From an optimization exercise on the open Yosys and OpenROAD flow, aimed at small area; shortcuts taken in it are not production practice. At most, simulation tests tie the RTL to the original design; equivalence was not proved. No activity file was given, so power comes from the tool's default toggle rates.

==> wip/lagoon: inputs <==
Design ks_out_process, start of the top module:
module ks_out_process #(
  parameter int OP_W          = ks_out_pkg::DEF_OP_W,
  parameter int LWE_COEF_W    = ks_out_pkg::DEF_LWE_COEF_W,
  parameter int CORR_W        = ks_out_pkg::DEF_CORR_W,
  parameter int LBX           = ks_out_pkg::DEF_LBX,
  parameter int LWE_K         = ks_out_pkg::DEF_LWE_K,
  parameter int BATCH_PBS_NB  = ks_out_pkg::DEF_BATCH_PBS_NB,
  parameter int USE_MEAN_COMP = ks_out_pkg::DEF_USE_MEAN_COMP
) (
  input  logic                     clk,
  input  logic                     s_rst_n,
  input  logic [LBX-1:0][OP_W-1:0] mult_data_i,
  input  logic [LBX-1:0]           mult_avail_i,
  input  logic [LBX-1:0]           mult_last_pbs_i,
  input  logic [OP_W-1:0]          body_data_i,
  input  logic                     body_vld_i,
  output logic                     body_rdy_o,
  input  logic                     restart_i,
  output logic [LWE_COEF_W-1:0]    lwe_coef_o,
  output logic [CORR_W-1:0]        lwe_corr_o,
  output logic                     lwe_vld_o,
  input  logic                     lwe_rdy_i,
  output logic                     loop_done_o,
  output logic                     ksk_rd_inc_o,
  output logic                     body_wr_o,
  output logic [OP_W-1:0]          body_wr_data_o
);
export LEC_CHECK = 0
export CAP_MARGIN = 20
export CORE_MARGIN = 2
export CORE_UTILIZATION = 60
export CTS_BUF_LIST = sky130_fd_sc_hd__clkbuf_8
export CTS_CLUSTER_DIAMETER = 50
export CTS_CLUSTER_SIZE = 20
export PLACE_DENSITY = 0.7
export SLEW_MARGIN = 20
create_clock -name core_clock -period 5.0 [get_ports {clk}]
standard.sh (not shown) runs the stock make flow with config.mk's settings and CLKGATE_MAP_FILE= SYNTH_SCRIPT=/design/flow/synth_recipe.tcl, a recipe that flattens the netlist after the stock synthesis.
==> flow/flow/run.sh <==
#!/bin/bash
# The standard layout (standard.sh), with two changes:
#  - the port buffers are plain buf_1 cells
#  - clock tree synthesis adds no dummy loads
set -euo pipefail
export BUFFER_PORTS_ARGS="-buffer_cell sky130_fd_sc_hd__buf_1"
export CTS_ARGS="-sink_clustering_enable -repair_clock_nets -sink_clustering_size 20 -sink_clustering_max_diameter 50 -buf_list sky130_fd_sc_hd__clkbuf_8 -dont_use_dummy_load"
bash standard.sh > standard.log 2>&1
==> wip/quartz: changes against wip/lagoon <==
--- a/flow/design.v
+++ b/flow/design.v
@@ -71,14 +71,13 @@
 endmodule
 `timescale 1ns/10ps
 module ks_lane_proc #(
   parameter int OP_W       = 32,
   parameter int LWE_COEF_W = 10,
   parameter int CORR_W     = 16,
-  parameter int DEPTH      = 6,
-  parameter int HAS_LAST   = 1
+  parameter int DEPTH      = 6
 ) (
   input  logic                  clk,
   input  logic                  s_rst_n,
   input  logic                  flush_i,
   input  logic                  wr_i,
   input  logic [OP_W-1:0]       data_i,
@@ -95,30 +94,19 @@
   logic [LWE_COEF_W-1:0] coef_q [DEPTH];
   logic [CORR_W-1:0]     corr_q [DEPTH];
   logic [DEPTH-1:0]      last_q;
   logic [PTR_W-1:0]      wr_ptr;
   logic [PTR_W-1:0]      mg_ptr;
   logic [PTR_W-1:0]      rd_ptr;
-  logic                  low_zero;
-  logic                  round_up;
-  logic [LWE_COEF_W-1:0] coef;
-  logic [CORR_W-1:0]     corr;
+  logic [OP_W-1:0]       v;
+  logic [OP_W-1:0]       v_rnd;
   function automatic logic [PTR_W-1:0] ptr_next(input logic [PTR_W-1:0] ptr);
     ptr_next = (ptr == PTR_W'(DEPTH - 1)) ? '0 : ptr + 1'b1;
   endfunction
-  assign low_zero = (data_i[ERR_W-2:0] == '0);
-  assign round_up = ~data_i[ERR_W-1] | low_zero;
-  always_comb begin
-    logic cy;
-    cy = round_up;
-    for (int i = 0; i < LWE_COEF_W; i++) begin
-      coef[i] = ~data_i[ERR_W + i] ^ cy;
-      cy      = cy & ~data_i[ERR_W + i];
-    end
-  end
-  assign corr     = data_i[CORR_W-1:0];
+  assign v     = '0 - data_i;
+  assign v_rnd = v + (OP_W'(1) << (ERR_W - 1));
   always_ff @(posedge clk) begin
     if (!s_rst_n || flush_i) begin
       wr_ptr <= '0;
       mg_ptr <= '0;
       rd_ptr <= '0;
     end else begin
@@ -127,34 +115,22 @@
       if (rd_i) rd_ptr <= ptr_next(rd_ptr);
     end
   end
   always_ff @(posedge clk) begin
     for (int i = 0; i < DEPTH; i++) begin
       if (wr_i && wr_ptr == PTR_W'(i)) begin
-        coef_q[i] <= coef;
-        corr_q[i] <= corr;
-      end
-    end
-  end
-  if (HAS_LAST != 0) begin : gen_last
-    always_ff @(posedge clk) begin
-      for (int i = 0; i < DEPTH; i++) begin
-        if (wr_i && wr_ptr == PTR_W'(i)) begin
-          last_q[i] <= last_pbs_i;
-        end
+        coef_q[i] <= v_rnd[OP_W-1 -: LWE_COEF_W];
+        corr_q[i] <= v[CORR_W-1:0];
+        last_q[i] <= last_pbs_i;
       end
     end
-    assign mg_last_o = last_q[mg_ptr];
-    assign rd_last_o = last_q[rd_ptr];
-  end else begin : gen_no_last
-    assign last_q    = '0;
-    assign mg_last_o = 1'b0;
-    assign rd_last_o = 1'b0;
   end
+  assign mg_last_o = last_q[mg_ptr];
   assign rd_coef_o = coef_q[rd_ptr];
   assign rd_corr_o = corr_q[rd_ptr];
+  assign rd_last_o = last_q[rd_ptr];
 endmodule
 `timescale 1ns/10ps
 module ks_out_process #(
   parameter int OP_W          = ks_out_pkg::DEF_OP_W,
   parameter int LWE_COEF_W    = ks_out_pkg::DEF_LWE_COEF_W,
   parameter int CORR_W        = ks_out_pkg::DEF_CORR_W,
@@ -191,34 +167,30 @@
   logic                  in_mask;
   logic                  in_body;
   logic [2:0]            vis;
   logic [2:0]            lcnt0;
   logic [2:0]            lcnt1;
   logic                  mg_lane;
-  logic [1:0]            mg_cnt;
-  logic [1:0]            rd_cnt;
   logic                  mg_vld;
   logic                  mg0, mg1;
   logic                  mg_last0, mg_last1;
   logic [OCNT_W-1:0]     ocnt;
   logic                  take;
   logic                  rd_lane;
   logic                  rd_set;
   logic                  rd0, rd1;
   logic [LWE_COEF_W-1:0] rd_coef0, rd_coef1;
   logic [CORR_W-1:0]     rd_corr0, rd_corr1;
   logic                  rd_last0, rd_last1;
   logic                  rd_last;
-  logic [CORR_W-1:0]     rd_corr;
   logic [OP_W-1:0]       body;
   logic                  body_vld;
   logic                  body_s0;
   logic                  body_s1;
   logic                  body_s2;
   logic [OP_W-1:0]       data_s0;
-  logic [OP_W-1:0]       body_diff;
   logic [OP_W-1:0]       body_s1_data;
   logic [OP_W-1:0]       body_s2_data;
   always_ff @(posedge clk) begin
     if (!s_rst_n) begin
       restart_q    <= 1'b0;
       ksk_inc_s0   <= 1'b0;
@@ -247,14 +219,13 @@
     end
   end
   ks_lane_proc #(
     .OP_W       (OP_W),
     .LWE_COEF_W (LWE_COEF_W),
     .CORR_W     (CORR_W),
-    .DEPTH      (DEPTH0),
-    .HAS_LAST   (1)
+    .DEPTH      (DEPTH0)
   ) u_lane0 (
     .clk        (clk),
     .s_rst_n    (s_rst_n),
     .flush_i    (restart_q),
     .wr_i       (in_mask),
     .data_i     (mult_data_i[0]),
@@ -267,14 +238,13 @@
     .rd_last_o  (rd_last0)
   );
   ks_lane_proc #(
     .OP_W       (OP_W),
     .LWE_COEF_W (LWE_COEF_W),
     .CORR_W     (CORR_W),
-    .DEPTH      (DEPTH1),
-    .HAS_LAST   (0)
+    .DEPTH      (DEPTH1)
   ) u_lane1 (
     .clk        (clk),
     .s_rst_n    (s_rst_n),
     .flush_i    (restart_q),
     .wr_i       (in_mask),
     .data_i     (mult_data_i[1]),
@@ -291,60 +261,36 @@
   assign mg1    = mg_vld &  mg_lane;
   always_ff @(posedge clk) begin
     if (!s_rst_n || restart_q) begin
       lcnt0   <= '0;
       lcnt1   <= '0;
       mg_lane <= 1'b0;
-      mg_cnt  <= '0;
       ocnt    <= '0;
     end else begin
       lcnt0 <= lcnt0 + 3'(vis[2]) - 3'(mg0);
       lcnt1 <= lcnt1 + 3'(vis[2]) - 3'(mg1);
-      if (mg_vld) begin
-        if (mg_lane ? (mg_cnt == '0) : mg_last0) begin
-          mg_lane <= ~mg_lane;
-        end
-        if (mg_lane) begin
-          if (mg_cnt != '0) mg_cnt <= mg_cnt - 2'd1;
-        end else if (!mg_last0) begin
-          mg_cnt <= mg_cnt + 2'd1;
-        end
+      if (mg_vld && (mg_lane ? mg_last1 : mg_last0)) begin
+        mg_lane <= ~mg_lane;
       end
       ocnt <= ocnt + OCNT_W'(mg_vld) - OCNT_W'(take);
     end
   end
   assign lwe_vld_o = (ocnt != '0);
   assign take      = lwe_vld_o & lwe_rdy_i;
   assign rd0       = take & ~rd_lane;
   assign rd1       = take &  rd_lane;
-  assign rd_last   = rd_lane ? (rd_cnt == '0) : rd_last0;
+  assign rd_last   = rd_lane ? rd_last1 : rd_last0;
   assign lwe_coef_o = rd_lane ? rd_coef1 : rd_coef0;
-  assign rd_corr    = rd_lane ? rd_corr1 : rd_corr0;
-  always_comb begin
-    logic any;
-    any = 1'b0;
-    for (int i = 0; i < CORR_W; i++) begin
-      lwe_corr_o[i] = rd_corr[i] ^ any;
-      any = any | rd_corr[i];
-    end
-  end
+  assign lwe_corr_o = rd_lane ? rd_corr1 : rd_corr0;
   always_ff @(posedge clk) begin
     if (!s_rst_n || restart_q) begin
       rd_lane <= 1'b0;
       rd_set  <= 1'b0;
-      rd_cnt  <= '0;
-    end else if (take) begin
-      if (rd_last) begin
-        rd_lane <= ~rd_lane;
-        if (rd_lane) rd_set <= ~rd_set;
-      end
-      if (rd_lane) begin
-        if (rd_cnt != '0) rd_cnt <= rd_cnt - 2'd1;
-      end else if (!rd_last0) begin
-        rd_cnt <= rd_cnt + 2'd1;
-      end
+    end else if (take && rd_last) begin
+      rd_lane <= ~rd_lane;
+      if (rd_lane) rd_set <= ~rd_set;
     end
   end
   always_ff @(posedge clk) begin
     if (!s_rst_n) begin
       loop_done_o <= 1'b0;
     end else begin
@@ -375,21 +321,13 @@
       body_s0   <= in_body;
       body_s1   <= body_s0;
       body_s2   <= body_s1;
       body_wr_o <= body_s2;
     end
   end
-  always_comb begin
-    logic cy;
-    cy = 1'b1;
-    for (int i = 0; i < OP_W; i++) begin
-      body_diff[i] = body[i] ^ ~data_s0[i] ^ cy;
-      cy           = (body[i] & ~data_s0[i]) | (body[i] & cy) | (~data_s0[i] & cy);
-    end
-  end
   always_ff @(posedge clk) begin
     data_s0        <= mult_data_i[0];
-    body_s1_data   <= body_diff;
+    body_s1_data   <= body - data_s0;
     body_s2_data   <= body_s1_data;
     body_wr_data_o <= body_s2_data;
   end
 endmodule
==> flow/run.sh (new file) <==
#!/bin/bash
# synth_recipe.tcl (not shown) runs the flow's synth.tcl, then flattens the netlist and writes it again
# the make line also repeats each setting of config.mk as NAME=value (left out here)
make -C /OpenROAD-flow-scripts/flow DESIGN_CONFIG=/design/flow/config.mk WORK_HOME=/design/flow/orfs CLKGATE_MAP_FILE= SYNTH_SCRIPT=/design/flow/synth_recipe.tcl finish
- CTS_BUF_LIST: sky130_fd_sc_hd__clkbuf_8 -> sky130_fd_sc_hd__clkbuf_16
- CTS_CLUSTER_DIAMETER: 50 -> 60
- CTS_CLUSTER_SIZE: 20 -> 30
removed: flow/flow/run.sh
removed: flow/standard.sh
==> wip/yarrow: changes against wip/lagoon <==
--- a/flow/design.v
+++ b/flow/design.v
@@ -104,21 +104,14 @@
   logic [CORR_W-1:0]     corr;
   function automatic logic [PTR_W-1:0] ptr_next(input logic [PTR_W-1:0] ptr);
     ptr_next = (ptr == PTR_W'(DEPTH - 1)) ? '0 : ptr + 1'b1;
   endfunction
   assign low_zero = (data_i[ERR_W-2:0] == '0);
   assign round_up = ~data_i[ERR_W-1] | low_zero;
-  always_comb begin
-    logic cy;
-    cy = round_up;
-    for (int i = 0; i < LWE_COEF_W; i++) begin
-      coef[i] = ~data_i[ERR_W + i] ^ cy;
-      cy      = cy & ~data_i[ERR_W + i];
-    end
-  end
-  assign corr     = data_i[CORR_W-1:0];
+  assign coef     = ~data_i[OP_W-1 -: LWE_COEF_W] + LWE_COEF_W'(round_up);
+  assign corr     = '0 - data_i[CORR_W-1:0];
   always_ff @(posedge clk) begin
     if (!s_rst_n || flush_i) begin
       wr_ptr <= '0;
       mg_ptr <= '0;
       rd_ptr <= '0;
     end else begin
@@ -205,20 +198,18 @@
   logic                  rd_set;
   logic                  rd0, rd1;
   logic [LWE_COEF_W-1:0] rd_coef0, rd_coef1;
   logic [CORR_W-1:0]     rd_corr0, rd_corr1;
   logic                  rd_last0, rd_last1;
   logic                  rd_last;
-  logic [CORR_W-1:0]     rd_corr;
   logic [OP_W-1:0]       body;
   logic                  body_vld;
   logic                  body_s0;
   logic                  body_s1;
   logic                  body_s2;
   logic [OP_W-1:0]       data_s0;
-  logic [OP_W-1:0]       body_diff;
   logic [OP_W-1:0]       body_s1_data;
   logic [OP_W-1:0]       body_s2_data;
   always_ff @(posedge clk) begin
     if (!s_rst_n) begin
       restart_q    <= 1'b0;
       ksk_inc_s0   <= 1'b0;
@@ -315,21 +306,13 @@
   assign lwe_vld_o = (ocnt != '0);
   assign take      = lwe_vld_o & lwe_rdy_i;
   assign rd0       = take & ~rd_lane;
   assign rd1       = take &  rd_lane;
   assign rd_last   = rd_lane ? (rd_cnt == '0) : rd_last0;
   assign lwe_coef_o = rd_lane ? rd_coef1 : rd_coef0;
-  assign rd_corr    = rd_lane ? rd_corr1 : rd_corr0;
-  always_comb begin
-    logic any;
-    any = 1'b0;
-    for (int i = 0; i < CORR_W; i++) begin
-      lwe_corr_o[i] = rd_corr[i] ^ any;
-      any = any | rd_corr[i];
-    end
-  end
+  assign lwe_corr_o = rd_lane ? rd_corr1 : rd_corr0;
   always_ff @(posedge clk) begin
     if (!s_rst_n || restart_q) begin
       rd_lane <= 1'b0;
       rd_set  <= 1'b0;
       rd_cnt  <= '0;
     end else if (take) begin
@@ -375,21 +358,13 @@
       body_s0   <= in_body;
       body_s1   <= body_s0;
       body_s2   <= body_s1;
       body_wr_o <= body_s2;
     end
   end
-  always_comb begin
-    logic cy;
-    cy = 1'b1;
-    for (int i = 0; i < OP_W; i++) begin
-      body_diff[i] = body[i] ^ ~data_s0[i] ^ cy;
-      cy           = (body[i] & ~data_s0[i]) | (body[i] & cy) | (~data_s0[i] & cy);
-    end
-  end
   always_ff @(posedge clk) begin
     data_s0        <= mult_data_i[0];
-    body_s1_data   <= body_diff;
+    body_s1_data   <= body - data_s0;
     body_s2_data   <= body_s1_data;
     body_wr_data_o <= body_s2_data;
   end
 endmodule
==> flow/run.sh (new file) <==
#!/bin/bash
# synth_recipe.tcl (not shown) runs the flow's synth.tcl, then flattens the netlist and writes it again
# the make line also repeats each setting of config.mk as NAME=value (left out here)
make -C /OpenROAD-flow-scripts/flow DESIGN_CONFIG=/design/flow/config.mk WORK_HOME=/design/flow/orfs CLKGATE_MAP_FILE= SYNTH_SCRIPT=/design/flow/synth_recipe.tcl finish
removed: flow/flow/run.sh
removed: flow/standard.sh
==> wip/xenon: changes against wip/lagoon <==
--- a/flow/design.v
+++ b/flow/design.v
@@ -82,12 +82,13 @@
   input  logic                  flush_i,
   input  logic                  wr_i,
   input  logic [OP_W-1:0]       data_i,
   input  logic                  last_pbs_i,
   input  logic                  mg_i,
   output logic                  mg_last_o,
+  input  logic                  rd_sel_i,
   input  logic                  rd_i,
   output logic [LWE_COEF_W-1:0] rd_coef_o,
   output logic [CORR_W-1:0]     rd_corr_o,
   output logic                  rd_last_o
 );
   localparam int ERR_W = OP_W - LWE_COEF_W;
@@ -147,14 +148,22 @@
     assign rd_last_o = last_q[rd_ptr];
   end else begin : gen_no_last
     assign last_q    = '0;
     assign mg_last_o = 1'b0;
     assign rd_last_o = 1'b0;
   end
-  assign rd_coef_o = coef_q[rd_ptr];
-  assign rd_corr_o = corr_q[rd_ptr];
+  always_comb begin
+    rd_coef_o = '0;
+    rd_corr_o = '0;
+    for (int i = 0; i < DEPTH; i++) begin
+      if (rd_sel_i && rd_ptr == PTR_W'(i)) begin
+        rd_coef_o = rd_coef_o | coef_q[i];
+        rd_corr_o = rd_corr_o | corr_q[i];
+      end
+    end
+  end
 endmodule
 `timescale 1ns/10ps
 module ks_out_process #(
   parameter int OP_W          = ks_out_pkg::DEF_OP_W,
   parameter int LWE_COEF_W    = ks_out_pkg::DEF_LWE_COEF_W,
   parameter int CORR_W        = ks_out_pkg::DEF_CORR_W,
@@ -258,12 +267,13 @@
     .flush_i    (restart_q),
     .wr_i       (in_mask),
     .data_i     (mult_data_i[0]),
     .last_pbs_i (mult_last_pbs_i[0]),
     .mg_i       (mg0),
     .mg_last_o  (mg_last0),
+    .rd_sel_i   (~rd_lane),
     .rd_i       (rd0),
     .rd_coef_o  (rd_coef0),
     .rd_corr_o  (rd_corr0),
     .rd_last_o  (rd_last0)
   );
   ks_lane_proc #(
@@ -278,12 +288,13 @@
     .flush_i    (restart_q),
     .wr_i       (in_mask),
     .data_i     (mult_data_i[1]),
     .last_pbs_i (mult_last_pbs_i[1]),
     .mg_i       (mg1),
     .mg_last_o  (mg_last1),
+    .rd_sel_i   (rd_lane),
     .rd_i       (rd1),
     .rd_coef_o  (rd_coef1),
     .rd_corr_o  (rd_corr1),
     .rd_last_o  (rd_last1)
   );
   assign mg_vld = mg_lane ? (lcnt1 != '0) : (lcnt0 != '0);
@@ -314,14 +325,14 @@
   end
   assign lwe_vld_o = (ocnt != '0);
   assign take      = lwe_vld_o & lwe_rdy_i;
   assign rd0       = take & ~rd_lane;
   assign rd1       = take &  rd_lane;
   assign rd_last   = rd_lane ? (rd_cnt == '0) : rd_last0;
-  assign lwe_coef_o = rd_lane ? rd_coef1 : rd_coef0;
-  assign rd_corr    = rd_lane ? rd_corr1 : rd_corr0;
+  assign lwe_coef_o = rd_coef1 | rd_coef0;
+  assign rd_corr    = rd_corr1 | rd_corr0;
   always_comb begin
     logic any;
     any = 1'b0;
     for (int i = 0; i < CORR_W; i++) begin
       lwe_corr_o[i] = rd_corr[i] ^ any;
       any = any | rd_corr[i];
@@ -375,20 +386,13 @@
       body_s0   <= in_body;
       body_s1   <= body_s0;
       body_s2   <= body_s1;
       body_wr_o <= body_s2;
     end
   end
-  always_comb begin
-    logic cy;
-    cy = 1'b1;
-    for (int i = 0; i < OP_W; i++) begin
-      body_diff[i] = body[i] ^ ~data_s0[i] ^ cy;
-      cy           = (body[i] & ~data_s0[i]) | (body[i] & cy) | (~data_s0[i] & cy);
-    end
-  end
+  assign body_diff = body - data_s0;
   always_ff @(posedge clk) begin
     data_s0        <= mult_data_i[0];
     body_s1_data   <= body_diff;
     body_s2_data   <= body_s1_data;
     body_wr_data_o <= body_s2_data;
   end
==> run summary <==
Via count, highest first: wip/quartz, wip/yarrow, wip/xenon, wip/lagoon. The highest utilization belongs to wip/quartz, the lowest to wip/xenon. Synthesized cell count: wip/xenon is smaller than wip/yarrow (8.0%). Flip-flop and latch count: wip/xenon is lower than wip/quartz (6). wip/yarrow completed without violations. wip/xenon reached the layout checks and failed them: negative setup slack. wip/quartz ran to the end with no violations. wip/lagoon produced a layout that fails on negative setup slack. Against wip/yarrow, the global-route usage of wip/xenon is higher by 2.3 points. Of wip/lagoon and wip/quartz, wip/quartz has the higher clock power (gap 32%, measured against wip/quartz). The lowest setup slack belongs to wip/lagoon, the highest to wip/quartz.
Only the layout flow was run in wip/lagoon, wip/quartz and wip/xenon; the RTL was not checked for function there.

==> separate check: timing with driven ports <==
How much do the figures lean on ideal ports? The routed layouts below were timed once more, with nothing changed but the port constraints. Step 1 sets driving cells, clkbuf_16 on the clock port and buf_2 on the other inputs (assumed; they add their load-dependent delay and slew). Step 2 times the ports against the registers' clock, not the clock port: input delays grow and output delays shrink by t, the midpoint of the rising clock arrivals with the driver on. Three values: no drivers, after step 1, after step 2; two values: the first two.
run	shift t [ns]	slack for setup (ns)	hold slack, ns
wip/lagoon	0.676	-6.357 / -6.357 / -6.357	0.318 / 0.318 / 0.318
wip/quartz	0.615	0.510 / 0.452 / 0.328	0.329 / 0.329 / 0.329
wip/yarrow	0.701	0.404 / 0.351 / 0.683	0.331 / 0.331 / 0.331
wip/xenon	0.655	-0.504 / -0.558 / 0.097	0.272 / 0.272 / 0.272
The setup slack of wip/quartz, which loses most, moves by -0.058 ns with the drivers and by -0.182 ns with both steps.
